This is an optimization exercise on Yosys and OpenROAD, whose aim is small area, a short achievable clock period and few clock cycles per item, not a production implementation.
RTL that was checked went through simulation tests only; none was proved equivalent to the original.

## velocity_reflector
module velocity_reflector #(
  parameter int unsigned WIDTH      = billiard_fx_pkg::WIDTH,
  parameter int unsigned FRAC_WIDTH = billiard_fx_pkg::FRAC_WIDTH
) (
  input  logic             clk,
  input  logic             rst_n,
  input  logic             in_valid,
  output logic             in_ready,
  input  logic [WIDTH-1:0] vx,
  input  logic [WIDTH-1:0] vy,
  input  logic [WIDTH-1:0] nx,
  input  logic [WIDTH-1:0] ny,
  output logic             out_valid,
  input  logic             out_ready,
  output logic [WIDTH-1:0] vx_out,
  output logic [WIDTH-1:0] vy_out,
  output logic             out_reflected,
  output logic             out_sat
);
For scale: ~200 I/O pins, about 0.062 mm^2 of cells after synthesis.
make LEC_CHECK=0 ABC_AREA=1 CAP_MARGIN=20 CORE_MARGIN=2 CORE_UTILIZATION=40 PLACE_DENSITY=0.6 SETUP_SLACK_MARGIN=4 SLEW_MARGIN=20 finish   # period 16.0 ns
run.sh (not shown) runs the stock make flow with config.mk's settings and CLKGATE_MAP_FILE= SYNTH_SCRIPT=/design/flow/synth_recipe.tcl, a recipe that flattens the netlist after the stock synthesis.
The starting point finished clean.
Testbench counts at the start, summed over its fixed seeds: cycles 3,684, items 2,400.
Edit:
Settings changed: SETUP_SLACK_MARGIN 4 to 5.
Effect:
- worst setup slack gains 0.80 ns
- die area stays the same
- sequential cell count stays the same
- wire length is higher by 1.7%
- cell count came out higher by about 0.7%
- global-route usage rose by 0.38 points
- design area came out higher by about 2.2%
Edit:
Settings changed: CORE_UTILIZATION 40 to 60, PLACE_DENSITY 0.6 to 0.75.
What happened: Utilization increases by 22 points; wire length went down by 5.7%; die area went down by 33%; setup slack gets better by 0.017 ns; area after synthesis stays the same.
Edit:
==> flow/flow/run.sh (new file) <==
#!/bin/bash
set -euo pipefail
MARGIN=$(cat flow/margin.txt)
bash standard.sh SETUP_SLACK_MARGIN=$MARGIN finish > standard_flow.log 2>&1
==> flow/flow/margin.txt (new file) <==
8
==> flow/standard.sh (new file) <==
#!/bin/bash
# synth_recipe.tcl (not shown) runs the flow's synth.tcl, then flattens the netlist and writes it again
# the make line also repeats each setting of config.mk as NAME=value (left out here)
make -C /OpenROAD-flow-scripts/flow DESIGN_CONFIG=/design/flow/config.mk WORK_HOME=/design/flow/orfs CLKGATE_MAP_FILE= SYNTH_SCRIPT=/design/flow/synth_recipe.tcl "${@:-finish}"
Settings changed: CORE_UTILIZATION 60 to 40, PLACE_DENSITY 0.75 to 0.6, SETUP_SLACK_MARGIN 5 to default.
removed: flow/run.sh
Final cell count rose by 11%.
Worst setup slack improved by 0.66 ns.
Fmax rose by about 7%.
Register-to-register slack improved by 0.66 ns.


== before ==
velocity_reflector, a different RTL version from the one above (not shown whole).
Size in the first run: about 200 I/O pins, about 0.085 sq mm of cells after synthesis.
==> flow/design.v (excerpt) <==
module velocity_reflector #(
  parameter int unsigned WIDTH      = billiard_fx_pkg::WIDTH,
  parameter int unsigned FRAC_WIDTH = billiard_fx_pkg::FRAC_WIDTH
) (
  input  logic             clk,
  input  logic             rst_n,
  input  logic             in_valid,
  output logic             in_ready,
  input  logic [WIDTH-1:0] vx,
  input  logic [WIDTH-1:0] vy,
  input  logic [WIDTH-1:0] nx,
  input  logic [WIDTH-1:0] ny,
  output logic             out_valid,
  input  logic             out_ready,
  output logic [WIDTH-1:0] vx_out,
  output logic [WIDTH-1:0] vy_out,
  output logic             out_reflected,
  output logic             out_sat
);
  localparam int unsigned HW = 2 * WIDTH - FRAC_WIDTH;   
  localparam int unsigned NB = 4;                        
  localparam logic [WIDTH-1:0] POS_LIM = {1'b0, {(WIDTH-1){1'b1}}};
  localparam logic [WIDTH-1:0] NEG_LIM = {1'b1, {(WIDTH-1){1'b0}}};
  logic [NB-1:0]    bv;       
  logic [NB-1:0]    bw;       
  logic [NB-1:0]    bd;       
  logic [NB-1:0]    b_refl, b_sat;
  logic [WIDTH-1:0] b_vx [NB];
  logic [WIDTH-1:0] b_vy [NB];
  logic [WIDTH-1:0] b_nx [NB];
  logic [WIDTH-1:0] b_ny [NB];
  logic [1:0]       tail, head, iss;    
  logic             p_v;
  logic [1:0]       p_bank;
  logic [WIDTH-1:0] p_k;
  logic             sel_k;
  logic [NB-1:0]    sel_a, sel_b;
  logic             p_v_n;
  logic [1:0]       iss_n, a_bank_n;
  logic [1:0]       a_bank;
  logic             a_v, a_op2;
  logic [WIDTH-1:0] m1_a, m1_b, m2_a, m2_b;
  localparam int unsigned LG = (FRAC_WIDTH + 3) / 4;      
  logic [HW-1:0]    hs1, hc1, hs2, hc2, p1_unused, p2_unused;
  logic             lc1_unused, lc2_unused;
  logic [LG-1:0]    lg1, lp1, lg2, lp2;
  logic             s_v, s_op2;
  logic [1:0]       s_bank;
  logic [HW-1:0]    s_hs1, s_hc1, s_hs2, s_hc2;
  logic [LG-1:0]    s_lg1, s_lp1, s_lg2, s_lp2;
  logic             s_lc1, s_lc2;
  logic [HW-1:0]    p1, p2;
  logic [WIDTH-1:0] f1, f2, d, k, r_x, r_y, s_vx, s_vy;
  logic [WIDTH:0]   sum, dif_x, dif_y;
  logic             m1_sat, m2_sat, neg, dbl_sat, sat_1, sat_2, s_sat;
  logic             s_done, s_to2;
  logic [WIDTH-1:0] res_x, res_y;
  logic             res_refl, res_sat;
  ...
==> flow/config.mk <==
export PLATFORM = sky130hd
export DESIGN_NAME = velocity_reflector
export DESIGN_NICKNAME = velocity_reflector
export VERILOG_FILES = /design/flow/design.v
export SDC_FILE = /design/flow/constraint.sdc
export NUM_CORES = 4
export LEC_CHECK = 0
export ABC_AREA = 1
export CAP_MARGIN = 0
export CORE_MARGIN = 2
export CORE_UTILIZATION = 40
export PLACE_DENSITY = 0.6
export SLEW_MARGIN = 0
==> flow/constraint.sdc <==
create_clock -name core_clock -period 16.0 [get_ports {clk}]
set_input_delay 3.2000 -clock core_clock [delete_from_list [all_inputs] [get_ports {clk}]]
set_output_delay 3.2000 -clock core_clock [all_outputs]
set_load 0.01 [all_outputs]
standard.sh (not shown) runs the stock make flow with config.mk's settings and CLKGATE_MAP_FILE= SYNTH_SCRIPT=/design/flow/synth_recipe.tcl, a recipe that flattens the netlist after the stock synthesis.
==> flow/flow/run.sh <==
#!/bin/bash
set -euo pipefail
MARGIN=$(cat flow/margin.txt)
bash standard.sh SETUP_SLACK_MARGIN=$MARGIN finish > standard_flow.log 2>&1
==> flow/flow/margin.txt <==
9
Both conditions hold for before: the flow ran to the end and the final layout passed the timing, design-rule and antenna checks.
--- input diff before..after ---
==> flow/flow/margin.txt <==
9.5
==> notes.md <==
- Compared with before, first-pass GRT wire length in after increased slightly.
- The cell with the largest stage delay on the worst path comes out sky130_fd_sc_hd__nand2_2 in one run and sky130_fd_sc_hd__a21oi_1 in the other, namely in before and after respectively.
- Reported for after and before, total global routing overflow turned out identical to the last digit.
No run of this note included a check of the RTL's function; only the layout flow was run.

what the ideal ports hide:
How much do the figures lean on ideal ports? The routed layouts below were timed once more, with nothing changed but the port constraints.
Step 1 assumes that a clkbuf_16 drives the clock port and a buf_2 every other input.
Step 2 moves the port delays by t, midway between the first and last clock arrival at a register: inputs arrive t later, outputs are due t later. That takes back most of the time a late clock gives input paths.
a / b / c = ideal ports / drivers / drivers and shift; a / b = the first two.
| run | t (ns) | setup slack, ns | hold WS [ns] |
|---|---|---|---|
| the first run of note 1 | 0.681 | 4.523 / 4.523 / 4.523 | 0.447 / 0.447 / 0.447 |
| the second run of note 1 | 0.680 | 5.319 / 5.319 / 5.319 | 0.447 / 0.447 / 0.447 |
| the third run of note 1 | 0.679 | 5.336 / 5.336 / 5.336 | 0.447 / 0.447 / 0.447 |
| the fourth run of note 1 | 0.727 | 5.997 / 5.997 / 5.997 | 0.448 / 0.448 / 0.448 |
| before | 0.853 | 9.050 / 9.050 / 9.050 | 0.487 / 0.487 / 0.487 |
| after | 0.843 | 9.532 / 9.532 / 9.432 | 0.458 / 0.458 / 0.458 |
After both steps every run listed still meets setup and hold. For after, which loses most, drivers alone change the setup slack by 0.000 ns; drivers and shift together by -0.100 ns.
